Source: an optimization exercise on an open RTL-to-GDS flow (aim: small area, a short achievable clock period and few clock cycles per item). Production flows keep margins and buffers that such runs may drop.
In this exercise RTL edits were held to simulation tests only and were not proved equivalent to the original.

## run A
// radial_vignette_pixel_top
module radial_vignette_pixel_top
(
	input  wire logic              clk,
	input  wire logic              arst_n,
	input  wire logic              s_tvalid,
	output logic                   s_tready,
	input  wire logic [47:0]       s_tdata,
	output logic                   m_tvalid,
	input  wire logic              m_tready,
	output logic [23:0]            m_tdata,
	input  wire logic              cfg_we,
	input  wire logic [1:0]        cfg_index,
	input  wire logic [CFG_W-1:0]  cfg_data
);
	localparam int NP = 31;    
	logic [DIM_W-1:0] width_q, height_q;
	logic [FX_W-1:0]  radius_q, strength_q;
	logic             den_pend;
	logic             tok0, tok1;
	logic [26:0]      num_c;
	logic             en;
	always_ff @(posedge clk or negedge arst_n) begin
		if (!arst_n) begin
			width_q    <= 13'd640;
			height_q   <= 13'd480;
			radius_q   <= 17'd32768;
			strength_q <= 17'd32768;
		end else if (cfg_we) begin
			unique case (cfg_index)
				2'd0: width_q    <= cfg_data[DIM_W-1:0];
				2'd1: height_q   <= cfg_data[DIM_W-1:0];
				2'd2: radius_q   <= cfg_data;
				2'd3: strength_q <= cfg_data;
				default: ;
			endcase
		end
	end
	logic [25:0] den_a, den_b;
	logic [27:0] d3_a, d3_b;
	always_ff @(posedge clk or negedge arst_n) begin
		if (!arst_n) begin
			den_pend <= 1'b0;
			den_a    <= 26'd640000;
		end else begin
			if (cfg_we && !cfg_index[1])
				den_pend <= 1'b1;
			else if (en)
				den_pend <= 1'b0;
			if (en && tok1)
				den_a <= num_c[25:0];
		end
	end
	always_ff @(posedge clk) begin
		den_b <= den_a;
		d3_a  <= 28'(den_a) + 28'({den_a, 1'b0});
		d3_b  <= d3_a;
	end
	logic [16:0] fd_a;
	logic [18:0] fd3_a;
	logic [17:0] s3_q;
	always_ff @(posedge clk) begin
		fd_a  <= 17'h10000 - radius_q;
		fd3_a <= 19'(fd_a) + 19'({fd_a, 1'b0});
		s3_q  <= 18'(strength_q[15:0]) + 18'({strength_q[15:0], 1'b0});
	end
	logic [12:0] w_eff, h_eff;
	logic [16:0] s_eff;
	logic        s_one, den_zero, r_big;
	assign w_eff    = width_q[12]  ? 13'd4096 : width_q;
	assign h_eff    = height_q[12] ? 13'd4096 : height_q;
	assign s_one    = strength_q[16];
	assign s_eff    = s_one ? 17'h10000 : strength_q;
	assign den_zero = (den_a == 26'd0);
	assign r_big    = radius_q[16];
	logic [1:0]  oc;           
	logic [23:0] ob0, ob1;     
	logic        vl;           
	logic [23:0] res_c;        
	logic        push, pop;
	logic [1:0]  oc_nx;
  ...
Size in the first run: roughly 15000 cells after synthesis, roughly 0.16 mm2 of cells after synthesis.
==> flow/config.mk <==
export PLATFORM = sky130hd
export DESIGN_NAME = radial_vignette_pixel_top
export DESIGN_NICKNAME = radial_vignette_pixel_top
export VERILOG_FILES = /design/flow/design.v
export SDC_FILE = /design/flow/constraint.sdc
export NUM_CORES = 4
export LEC_CHECK = 0
export ABC_AREA = 0
export CAP_MARGIN = 20
export CORE_MARGIN = 2
export CORE_UTILIZATION = 55
export SLEW_MARGIN = 20
export SETUP_SLACK_MARGIN = 6.5
==> flow/constraint.sdc <==
create_clock -name core_clock -period 10.0 [get_ports {clk}]
set_input_delay 2.0000 -clock core_clock [delete_from_list [all_inputs] [get_ports {clk}]]
set_output_delay 2.0000 -clock core_clock [all_outputs]
set_load 0.01 [all_outputs]
standard.sh (not shown) runs the stock make flow with config.mk's settings and CLKGATE_MAP_FILE= SYNTH_SCRIPT=/design/flow/synth_recipe.tcl, a recipe that flattens the netlist after the stock synthesis.
==> flow/flow/run.sh <==
#!/bin/bash
set -euo pipefail
echo "export SETUP_SLACK_MARGIN = 6.5" >> config.mk
bash standard.sh > standard.log 2>&1
Testbench counts of run A, summed over its fixed seeds: cycles 17,408, items 16,384.
Input changes introduced in run B (baseline for comparison: run A):
- a change of CORE_UTILIZATION from 55 to 65
- a change of ABC_AREA from 0 to 1
--- outcome ---
- Run B and run A ended up with nearly the same count of input and output buffers.
- For run A, the endpoint of the most critical setup path was g_s4[2].rm_r[11]$_DFFE_PP_, unlike run B, where it was t2s30[13]$_DFFE_PP_.
- Taking run A as the reference point, the die extent in y of run B falls by 6.3%.
- Route | run B vs run A | wire longer in run B
- Run B against run A: fraction of the core area covered by cells at the end of the flow grew by 4.9 points, worst slack at placement grew by 890 ps, adder and majority gate portion of the synthesized area shrank by 0.73 points.
Modified inputs, run C compared to run B
- a change of SETUP_SLACK_MARGIN from 6.5 to 6.25
- a change of CORE_UTILIZATION from 65 to 55
==> flow/flow/run.sh <==
#!/bin/bash
set -euo pipefail
echo "export SETUP_SLACK_MARGIN = 6.25" >> config.mk
bash standard.sh > standard.log 2>&1
==> run summary <==
- From run B to run C the numbers moved as follows: number of clock buffers in the layout +about 6%; die span in y +about 9%; total cell area at the placement stage +0.55%.
- Number of nets in the layout of run C falls short of that of run B slightly.
Modified inputs, run D compared to run C
- swapping 6.25 for 6.5 in SETUP_SLACK_MARGIN
- putting CTS_CLUSTER_SIZE at 30 where nothing was set
==> flow/flow/run.sh <==
#!/bin/bash
set -euo pipefail
echo "export SETUP_SLACK_MARGIN = 6.5" >> config.mk
bash standard.sh > standard.log 2>&1
Of run C and run D, the higher final antenna diode count belongs to run D.
Per the comparison of run D with run C, global-route usage moved up; share of the cycle needed by the critical path after routing moved down.
t2s30[19]$_DFFE_PP_ as the capturing element of the worst setup path was reported by run C, and t2s30[24]$_DFFE_PP_ by run D.
Row wire length after detailed routing: run D higher / run C lower
Cmp run C and run D / final hold slack / higher: run D
From run D to run C, clock buffer count from CTS did not move at all.
Data-path buffer share of cell area in the final layout ended up 1.5 points higher on run D than on run C.
Run D vs. run C: number of multi-input combinational cells neither gained nor lost much; worst max-slew margin expressed relative to the limit picked up an extra 8.1 points.
Inputs modified between run D and run E:
- clearing CTS_CLUSTER_SIZE, which used to be 30
[summary]
Run E finished all stages; the layout is clean. From run D to run E, overall die height did not move at all. Reported for run D and run E, number of top-level design ports turned out identical to the last digit. Reported for run D and run E, maximum number of pins on one net before global-route repair turned out identical to the last digit. met3 usage in global routing across run D and run E: no real change. Changes observed in run E relative to run D: relative slew slack level, routed wire length level. [compare] base=run D new=run E: non-clock buffer instance count of the final layout neither gained nor lost much; fraction of synthesis flops using an asynchronous set or reset pin essentially unchanged.

[re-timing with driven ports]
How much do the figures lean on ideal ports? The routed layouts below were timed once more, with nothing changed but the port constraints.
Step 1: set_driving_cell puts a clkbuf_16 on clk and a buf_2 on each other input, an assumption about the parent block.
Step 2 adds t to the input delays and takes it off the output delays; t is the mean of the earliest and latest rising clock arrival at the registers after step 1. Input paths then give back, and output paths get back, about the clock's delay inside the block.
a / b / c = ideal ports / drivers / drivers and shift; a / b = the first two.
| run | shift t [ns] | setup slack, ns | hold WS [ns] | worst register clock-pin slew, ns |
|---|---|---|---|---|
| run A | 0.998 | 5.749 / 5.749 / 5.281 | 0.344 / 0.344 / 0.344 | 0.07 / 0.07 |
| run B | 1.014 | 6.054 / 6.054 / 5.609 | 0.315 / 0.315 / 0.315 | 0.08 / 0.08 |
| run C | 1.028 | 6.258 / 6.188 / 5.395 | 0.327 / 0.327 / 0.327 | 0.07 / 0.07 |
| run D | 1.028 | 6.288 / 6.179 / 5.631 | 0.331 / 0.331 / 0.331 | 0.07 / 0.07 |
| run E | 1.028 | 6.288 / 6.179 / 5.631 | 0.331 / 0.331 / 0.331 | 0.07 / 0.07 |
After both steps setup and hold are still met in every run listed. For run C, which loses most, drivers alone change the setup slack by -0.070 ns; drivers and shift together by -0.863 ns.
